Background: an optimization exercise with open tools, aiming at small area. Do not read the settings as production practice.
At most, simulation tests tie the RTL to the original design; equivalence was not proved.
Power and IR drop assume default switching activity.

Setup of run 1:
// gpio_register_block_top
module gpio_register_block_top (
  input  wire logic         clk,
  input  wire logic         rst_n,
  input  wire logic         in_valid,
  output logic              in_stall,
  input  wire logic         in_mode,
  input  wire logic [3:0]   in_reg_index,
  input  wire logic [31:0]  in_write_data,
  input  wire logic [53:0]  in_pad_levels,
  output logic              out_valid,
  input  wire logic         out_stall,
  output logic      [31:0]  out_read_data,
  output logic              out_access_error,
  output logic      [53:0]  out_pad_drive,
  output logic      [53:0]  out_pad_drive_enable,
  output logic      [53:0]  out_pad_pull_up,
  output logic      [53:0]  out_pad_pull_down
);
  logic valid_r;
  logic fire;
  assign in_stall = valid_r && out_stall;
  assign fire     = in_valid && !in_stall;
  always_ff @(posedge clk) begin
    if (!rst_n) valid_r <= 1'b0;
    else        valid_r <= fire || in_stall;
  end
  grb_regfile u_regfile (
    .clk              (clk),
    .rst_n            (rst_n),
    .valid            (in_valid),
    .stall            (in_stall),
    .mode             (in_mode),
  ...
Size: about 1100 cells after synthesis, roughly 350 I/O pins, about 16000 um^2 of cells after synthesis.
==> flow/config.mk <==
export PLATFORM = sky130hd
export DESIGN_NAME = gpio_register_block_top
export DESIGN_NICKNAME = gpio_register_block_top
export VERILOG_FILES = /design/flow/design.v
export SDC_FILE = /design/flow/constraint.sdc
export NUM_CORES = 4
export LEC_CHECK = 0
export CAP_MARGIN = 20
export CORE_MARGIN = 2
export CORE_UTILIZATION = 50
export SLEW_MARGIN = 20
export SYNTH_HIERARCHICAL = 1
export SYNTH_MINIMUM_KEEP_SIZE = 0
==> flow/constraint.sdc <==
create_clock -name core_clock -period 5.0 [get_ports {clk}]
set_input_delay 1.0000 -clock core_clock [delete_from_list [all_inputs] [get_ports {clk}]]
set_output_delay 1.0000 -clock core_clock [all_outputs]
set_load 0.01 [all_outputs]
standard.sh (not shown) runs the stock make flow with config.mk's settings and CLKGATE_MAP_FILE= SYNTH_SCRIPT=/design/flow/synth_recipe.tcl, a recipe that flattens the netlist after the stock synthesis.
==> flow/flow/run.sh <==
#!/bin/bash
# Standard ORFS layout with three changes: ports are buffered with the
# smallest buffer; before repair_design, lightly loaded gates are set to their
# smallest drive strength (flow/downsize.tcl); and the clock tree uses
# clkbuf_8 leaf clusters without dummy loads.
# The make output goes to flow_make.log; each ORFS step keeps its own log
# under orfs/logs/.
set -euo pipefail
export BUFFER_PORTS_ARGS="-buffer_cell sky130_fd_sc_hd__buf_1"
export PRE_RESIZE_TCL="$PWD/flow/downsize.tcl"
export CTS_ARGS="-sink_clustering_enable -repair_clock_nets -buf_list sky130_fd_sc_hd__clkbuf_8 -sink_clustering_size 14 -sink_clustering_max_diameter 60 -dont_use_dummy_load"
bash standard.sh > flow_make.log 2>&1
==> flow/flow/downsize.tcl <==
# Before repair_design: cells that drive few loads get the smallest drive
# strength of their function (synthesis sizes them without knowing their
# loads); repair_design and the later timing repair fix any slew, load or
# timing need this leaves.
set best {}
foreach lc [get_lib_cells sky130_fd_sc_hd__*] {
  set n [get_name $lc]
  if {![regexp {^(sky130_fd_sc_hd__[a-z0-9]+)_(\d+)$} $n -> base drv]} continue
  if {[string match *lpflow* $n] || [string match *probe* $n]} continue
  if {[get_property $lc is_buffer] || [get_property $lc is_inverter]} continue
  set a [get_property $lc area]
  if {![dict exists $best $base] || $a < [lindex [dict get $best $base] 1]} {
    dict set best $base [list $n $a]
  }
}
set cnt 0
foreach inst [get_cells *] {
  set m [get_property $inst ref_name]
  if {[string match *df* $m] || [string match *buf* $m] || [string match *tap* $m] ||
      [string match *clk* $m] || [string match *inv* $m] || [string match *dly* $m]} {
    continue
  }
  if {![regexp {^(sky130_fd_sc_hd__[a-z0-9]+)_(\d+)$} $m -> base drv]} { continue }
  if {![dict exists $best $base]} { continue }
  set fo 0
  foreach p [get_pins -of_objects $inst -filter "direction == output"] {
    set fo [expr {$fo + [llength [get_pins -of_objects [get_nets -of_objects $p] -filter "direction == input"]]}]
  }
  if {$fo > 8} { continue }
  set tgt [lindex [dict get $best $base] 0]
  if {$tgt ne $m} {
    replace_cell $inst $tgt
    incr cnt
  }
}
puts "downsize.tcl: resized $cnt cells"
estimate_parasitics -placement
## Diff of input files: run 2 against run 1
# run 1
export LEC_CHECK = 0
export CAP_MARGIN = 20
export CORE_MARGIN = 2
export CORE_UTILIZATION = 50
export SLEW_MARGIN = 20
export SYNTH_HIERARCHICAL = 1
export SYNTH_MINIMUM_KEEP_SIZE = 0
create_clock -name core_clock -period 5.0 [get_ports {clk}]
# run 2
export LEC_CHECK = 0
export CAP_MARGIN = 5
export CORE_MARGIN = 2
export CORE_UTILIZATION = 60
export SLEW_MARGIN = 5
export SYNTH_HIERARCHICAL = 1
export SYNTH_MINIMUM_KEEP_SIZE = 0
create_clock -name core_clock -period 5.0 [get_ports {clk}]
--- outcome ---
- Via count for run 2: 128 up relative to run 1
- Part of the power in the clock network (run 2 over run 1): decrease, 0.2 points
- Of the two candidates, run 1 has the worse standby leakage power and run 2 the better one.
- Comparing the two runs side by side, run 2 comes out ahead of run 1 on final routed wirelength across all metal layers.
- [run 2 vs run 1] switching share of power: lower in run 2
- Comparing run 2 and run 1, the higher final design utilization is on run 2.
- In the metrics for run 2 and run 1, the one carrying the lower sequential share of layout area is run 1.
- Logic gate share of total power delta (run 1 -> run 2): insignificant

========
Setup of run A:
The RTL this note starts from:
==> flow/design.v <==
`timescale 1ns / 1ps
`default_nettype none
package grb_pkg;
  localparam int unsigned PAD_W  = 54;
  localparam int unsigned DATA_W = 32;
  localparam int unsigned IDX_W  = 4;
endpackage
`default_nettype wire
`timescale 1ns / 1ps
`default_nettype none
module grb_regfile (
  input  wire logic         clk,
  input  wire logic         rst_n,
  input  wire logic         fire,
  input  wire logic         mode,
  input  wire logic [3:0]   idx,
  input  wire logic [31:0]  wd,
  input  wire logic [53:0]  pads,
  output logic      [31:0]  rd_r,
  output logic              err_r,
  output logic      [53:0]  pad_drive,
  output logic      [53:0]  pad_drive_enable,
  output logic      [53:0]  pad_pull_up,
  output logic      [53:0]  pad_pull_down
);
  logic [5:0][29:0] fsel_r;
  logic [53:0]      latch_r;
  logic [53:0]      pclk_r;
  logic [1:0]       pctl_r;
  logic [53:0]      up_r;
  logic [53:0]      dn_r;
  logic        we;
  logic [15:0] sel;
  logic [31:0] wd_r;      
  logic        rst;
  assign rst  = !rst_n;
  assign we   = fire && mode;
  assign wd_r = wd & {32{rst_n}};
  always_comb begin
    sel = '0;
    sel[idx] = 1'b1;
  end
  for (genvar w = 0; w < 6; w++) begin : g_fsel
    logic ld;
    assign ld = rst || (we && sel[w]);
    always_ff @(posedge clk)
      fsel_r[w] <= (fsel_r[w] & {30{!ld}}) | (wd_r[29:0] & {30{ld}});
  end
  logic [53:0] wbits_set, wbits_clr;
  assign wbits_set = {wd[21:0] & {22{sel[7]}}, wd & {32{sel[6]}}};
  assign wbits_clr = {wd[21:0] & {22{sel[9]}}, wd & {32{sel[8]}}};
  for (genvar p = 0; p < 54; p++) begin : g_latch
    logic ld;
    assign ld = rst || (we && (wbits_set[p] || wbits_clr[p]));
    always_ff @(posedge clk) if (ld) latch_r[p] <= rst_n && !sel[8] && !sel[9];
  end
  logic ldp;
  assign ldp = rst || (we && sel[12]);
  always_ff @(posedge clk) pctl_r <= (pctl_r & {2{!ldp}}) | (wd_r[1:0] & {2{ldp}});
  logic [53:0] pwd;       
  logic [53:0] pbank;     
  assign pwd   = {wd[21:0], wd};
  assign pbank = {{22{sel[14]}}, {32{sel[13]}}};
  logic up_d, dn_d;
  assign up_d = rst_n && pctl_r == 2'd2;
  assign dn_d = rst_n && pctl_r == 2'd1;
  for (genvar p = 0; p < 54; p++) begin : g_pin
    logic ldc, lds;
    assign ldc = rst || (we && pbank[p]);
    assign lds = rst || (we && pbank[p] && pwd[p] && !pclk_r[p]);
    always_ff @(posedge clk)
      pclk_r[p] <= (pclk_r[p] && !ldc) || (wd_r[p % 32] && ldc);
    always_ff @(posedge clk) if (lds) begin
      up_r[p] <= up_d;
      dn_r[p] <= dn_d;
    end
  end
  logic        rd;
  logic        hold;
  logic [31:0] rd_n;
  assign rd   = fire && !mode;
  assign hold = !fire;
  always_comb begin
    rd_n = rd_r & {32{hold}};
    for (int w = 0; w < 6; w++)
      rd_n |= {2'b00, fsel_r[w]} & {32{rd && sel[w]}};
    rd_n |= pads[31:0] & {32{rd && sel[10]}};
    rd_n |= {10'd0, pads[53:32]} & {32{rd && sel[11]}};
    rd_n |= {30'd0, pctl_r} & {32{rd && sel[12]}};
    rd_n |= pclk_r[31:0] & {32{rd && sel[13]}};
    rd_n |= {10'd0, pclk_r[53:32]} & {32{rd && sel[14]}};
  end
  always_ff @(posedge clk) begin
    rd_r  <= rd_n;
    err_r <= (err_r && hold) || (fire && sel[15]);
  end
  for (genvar p = 0; p < 54; p++) begin : g_en
    assign pad_drive_enable[p] = fsel_r[p / 10][(p % 10) * 3 +: 3] == 3'd1;
  end
  assign pad_drive     = latch_r;
  assign pad_pull_up   = up_r;
  assign pad_pull_down = dn_r;
endmodule
`default_nettype wire
`timescale 1ns / 1ps
`default_nettype none
module gpio_register_block_top (
  input  wire logic         clk,
  input  wire logic         rst_n,
  input  wire logic         in_valid,
  output logic              in_stall,
  input  wire logic         in_mode,
  input  wire logic [3:0]   in_reg_index,
  input  wire logic [31:0]  in_write_data,
  input  wire logic [53:0]  in_pad_levels,
  output logic              out_valid,
  input  wire logic         out_stall,
  output logic      [31:0]  out_read_data,
  output logic              out_access_error,
  output logic      [53:0]  out_pad_drive,
  output logic      [53:0]  out_pad_drive_enable,
  output logic      [53:0]  out_pad_pull_up,
  output logic      [53:0]  out_pad_pull_down
);
  logic valid_r;
  logic fire;
  assign in_stall = valid_r && out_stall;
  assign fire     = in_valid && !in_stall;
  always_ff @(posedge clk) begin
    if (!rst_n) valid_r <= 1'b0;
    else        valid_r <= fire || in_stall;
  end
  grb_regfile u_regfile (
    .clk              (clk),
    .rst_n            (rst_n),
    .fire             (fire),
    .mode             (in_mode),
    .idx              (in_reg_index),
    .wd               (in_write_data),
    .pads             (in_pad_levels),
    .rd_r             (out_read_data),
    .err_r            (out_access_error),
    .pad_drive        (out_pad_drive),
    .pad_drive_enable (out_pad_drive_enable),
    .pad_pull_up      (out_pad_pull_up),
    .pad_pull_down    (out_pad_pull_down)
  );
  assign out_valid = valid_r;
endmodule
`default_nettype wire
Settings: LEC_CHECK=0, CAP_MARGIN=20, CORE_MARGIN=2, CORE_UTILIZATION=60, SLEW_MARGIN=20; clock period 5.0 ns.
==> flow/flow/run.sh <==
#!/bin/bash
# Standard ORFS layout with two changes: ports are buffered with the smallest
# buffer, and the clock tree uses small clock buffers without dummy loads.
set -euo pipefail
export BUFFER_PORTS_ARGS="-buffer_cell sky130_fd_sc_hd__buf_1"
export CTS_ARGS="-sink_clustering_enable -repair_clock_nets -buf_list {sky130_fd_sc_hd__clkbuf_4 sky130_fd_sc_hd__clkbuf_8} -dont_use_dummy_load"
bash standard.sh > flow_make.log 2>&1
Both conditions hold for run A: the flow ran to the end and the final layout passed the timing, DRC and antenna checks.
The following lists how run B was set up differently from run A:
Settings: CAP_MARGIN: 20 -> 10; CORE_UTILIZATION: 60 -> 70; SLEW_MARGIN: 20 -> 10.
==> flow/flow/run.sh <==
#!/bin/bash
# Standard ORFS layout with two changes: ports are buffered with the smallest
# buffer, and the clock tree uses clkbuf_8 leaf clusters without dummy loads.
set -euo pipefail
export BUFFER_PORTS_ARGS="-buffer_cell sky130_fd_sc_hd__buf_1"
export CTS_ARGS="-sink_clustering_enable -repair_clock_nets -buf_list sky130_fd_sc_hd__clkbuf_8 -sink_clustering_size 16 -sink_clustering_max_diameter 80 -dont_use_dummy_load"
bash standard.sh > flow_make.log 2>&1
==> comparison <==
Run A has higher number of non-clock buffers than run B. Relative to run A, the peak supply drop measured on run B has increased by more than 10%. Run B against run A: H-tree depth reported by CTS lower, site row count lower. Relative to run A, sequential share of layout area has gone up in run B. Clock period minus worst slack: higher on run B. Between run A and run B, share of layout cells above drive strength 1 decreased. Fraction of power consumed by combinational cells up 1.2 points in run B wrt run A. Of the two values seen for destination of the critical timing path, u_regfile.latch_r[49]$_DFFE_PP_ was produced by run A and u_regfile.latch_r[50]$_DFFE_PP_ by run B.
No functional check of the RTL was part of any run of this note.

## afterwards: timing with drivers on the ports
The results above use ideal ports. As a check the final layouts listed here were re-extracted and re-timed, cells and wires unchanged.
Step 1 (the two cells are an assumption about what drives the block):
set clk [get_ports {clk}]
set_driving_cell -lib_cell sky130_fd_sc_hd__clkbuf_16 $clk
set_driving_cell -lib_cell sky130_fd_sc_hd__buf_2 [delete_from_list [all_inputs] $clk]
Step 2 also shifts input and output timing later by t, the mid clock arrival at the registers, as if the neighbouring blocks saw the same clock.
Slacks: ideal ports / drivers / drivers and shift; pairs: ideal ports / drivers.
run | t (ns) | slack for setup (ns) | cell pins on the clock port's net
run 1 | 0.585 | 2.089 / 2.115 / 1.531 | 1
run 2 | 0.577 | 2.004 / 2.027 / 1.450 | 1
run A | 0.603 | 1.322 / 1.331 / 0.728 | 1
run B | 0.665 | 1.286 / 1.286 / 0.621 | 1
After both steps setup and hold are still met in every run listed. For run B, which loses most, drivers alone change the setup slack by 0.000 ns; drivers and shift together by -0.665 ns.
